Background: an optimization exercise with open tools, aiming at small area, a short achievable clock period and few clock cycles per item. Do not read the settings as production practice. Function was checked by simulation only, so behaviour that the tests miss may differ from the original. Power is estimated from default activity; no workload was simulated.

// data_mem_ctrl
module data_mem_ctrl #(
   parameter int ADDR_WIDTH = 6
) (
   input  logic        clk,
   input  logic        reset_n,
   input  logic        req_valid,
   output logic        req_ready,
   input  logic        req_we,
   input  logic [2:0]  req_funct3,
   input  logic [31:0] req_addr,
   input  logic [31:0] req_wdata,
   output logic        rsp_valid,
   input  logic        rsp_ready,
   output logic [31:0] rsp_rdata,
   output logic        rsp_err
);
   localparam int DEPTH = 1 << ADDR_WIDTH;
   logic [31:0] mem [DEPTH];
   logic                  req_fire;
   logic                  f3_legal;
   logic                  misaligned;
   logic                  out_of_range;
   logic                  acc_err;
   logic [ADDR_WIDTH-1:0] word_idx;
   logic [31:0]           wr_data;
   logic [3:0]            wr_be;
   logic                  mem_we;
   assign req_fire = req_valid && req_ready;
   assign word_idx = req_addr[ADDR_WIDTH+1:2];
   always_comb begin
      out_of_range = |req_addr[31:ADDR_WIDTH+2];
      if (req_we) begin
         f3_legal = (req_funct3 == 3'b000) || (req_funct3 == 3'b001) ||
                    (req_funct3 == 3'b010);
      end else begin
         f3_legal = (req_funct3 == 3'b000) || (req_funct3 == 3'b001) ||
                    (req_funct3 == 3'b010) || (req_funct3 == 3'b100) ||
                    (req_funct3 == 3'b101);
      end
      case (req_funct3[1:0])
         2'b01:   misaligned = req_addr[0];
         2'b10:   misaligned = |req_addr[1:0];
         default: misaligned = 1'b0;
      endcase
      acc_err = !f3_legal || misaligned || out_of_range;
   end
   always_comb begin
      case (req_funct3[1:0])
         2'b00: begin
            wr_data = {4{req_wdata[7:0]}};
            wr_be   = 4'b0001 << req_addr[1:0];
         end
         2'b01: begin
            wr_data = {2{req_wdata[15:0]}};
            wr_be   = req_addr[1] ? 4'b1100 : 4'b0011;
         end
         default: begin
            wr_data = req_wdata;
            wr_be   = 4'b1111;
         end
      endcase
      mem_we = req_we && !acc_err;
   end
   logic [3:0]       s1_lane;
   logic [31:0]      s1_gdata;
  ...
Size in the first run: roughly 6800 cells after synthesis, roughly 2300 flip-flops, roughly 80000 sq um of cells after synthesis.
Settings: LEC_CHECK=0, CAP_MARGIN=20, CORE_MARGIN=2, CORE_UTILIZATION=65, CTS_CLUSTER_DIAMETER=80, CTS_CLUSTER_SIZE=25, SETUP_SLACK_MARGIN=2.9, SLEW_MARGIN=20, SYNTH_HIERARCHICAL=1, SYNTH_MINIMUM_KEEP_SIZE=0; clock period 5.0 ns.
run.sh (not shown) runs the stock make flow with config.mk's settings and CLKGATE_MAP_FILE= SYNTH_SCRIPT=/design/flow/synth_recipe.tcl, a recipe that flattens the netlist after the stock synthesis.
Testbench counts at the start, summed over its fixed seeds: cycles 12,024, items 12,000.
Rerun with:
CORE_UTILIZATION = 72   (was 65)
Worst setup slack hardly moves.
Total power came out lower by 1.3%.
Count of clock-buffer cells in the layout falls by 9.
Clock skew hardly moves.
Routed wire length went up by about 2.7%.
Die area falls by 9.6%.
Core utilization rose by 7.7 points.
Final cell count goes down by about 1.7%.
Combinational power hardly moves.
Rerun with:
CORE_UTILIZATION = 65   (was 72)
SETUP_SLACK_MARGIN = 2.8   (was 2.9)
Outcome:
- The new run completed without violations
- maximum frequency is higher by about 1%
- setup slack improves by 23 ps
- sequential share of layout area stays flat
- die area rises by 11%
- final cell count grows by about 2%
- first-iteration DRC count shrinks by about 9%
- wire length is lower by about 2.4%

---

Another version of the RTL of data_mem_ctrl (not shown whole).
For scale: roughly 7000 cells after synthesis, ~110 I/O pins, ~0.081 mm2 of cells after synthesis.
## data_mem_ctrl
module data_mem_ctrl #(
   parameter int ADDR_WIDTH = 6
) (
   input  logic        clk,
   input  logic        reset_n,
   input  logic        req_valid,
   output logic        req_ready,
   input  logic        req_we,
   input  logic [2:0]  req_funct3,
   input  logic [31:0] req_addr,
   input  logic [31:0] req_wdata,
   output logic        rsp_valid,
   input  logic        rsp_ready,
   output logic [31:0] rsp_rdata,
   output logic        rsp_err
);
Settings: LEC_CHECK=0, CAP_MARGIN=20, CORE_MARGIN=2, CORE_UTILIZATION=70, CTS_CLUSTER_DIAMETER=80, CTS_CLUSTER_SIZE=25, SETUP_SLACK_MARGIN=3.0, SLEW_MARGIN=20, SYNTH_HIERARCHICAL=1, SYNTH_MINIMUM_KEEP_SIZE=0; clock period 5.0 ns.
Testbench counts at the start, summed over its fixed seeds: cycles 12,024, items 12,000.
Change:
--- a/flow/config.mk
+++ b/flow/config.mk
@@ -8,8 +8,8 @@
 export CAP_MARGIN = 20
 export CORE_MARGIN = 2
-export CORE_UTILIZATION = 70
+export CORE_UTILIZATION = 65
 export CTS_CLUSTER_DIAMETER = 80
 export CTS_CLUSTER_SIZE = 25
-export SETUP_SLACK_MARGIN = 3.0
+export SETUP_SLACK_MARGIN = 2.8
 export SLEW_MARGIN = 20
 export SYNTH_HIERARCHICAL = 1
Routed wire length decreases by a few percent. Cell count decreases slightly. Setup slack gets better by 0.043 ns. Die area increases by a little under a tenth. Total power decreases by a few percent. Synthesized cell count stays the same.

==> separate check: timing with driven ports <==
The results above use ideal ports. As a check the final layouts listed here were re-extracted and re-timed, cells and wires unchanged. Step 1 assumes that a clkbuf_16 drives the clock port and a buf_2 every other input. Step 2 also shifts input and output timing later by t, the mid clock arrival at the registers, as if the neighbouring blocks saw the same clock. Three values: ideal, step 1, step 2; two values: the first two.
| run | shift t [ns] | setup WS [ns] | latest minus earliest clock arrival (ns) | worst data-port slew with drivers (ns) |
|---|---|---|---|---|
| the first run of note 1 | 0.835 | 2.729 / 2.640 / 2.188 | 0.033 / 0.033 | 0.22 |
| the second run of note 1 | 0.802 | 2.730 / 2.655 / 2.162 | 0.029 / 0.028 | 0.21 |
| the third run of note 1 | 0.812 | 2.753 / 2.675 / 2.069 | 0.027 / 0.027 | 0.16 |
| the first run of note 2 | 0.823 | 2.607 / 2.579 / 1.941 | 0.031 / 0.031 | 0.33 |
| the second run of note 2 | 0.831 | 2.650 / 2.594 / 2.090 | 0.042 / 0.042 | 0.25 |
After both steps every run listed still meets setup and hold. For the third run of note 1, which loses most, drivers alone change the setup slack by -0.078 ns; drivers and shift together by -0.684 ns.
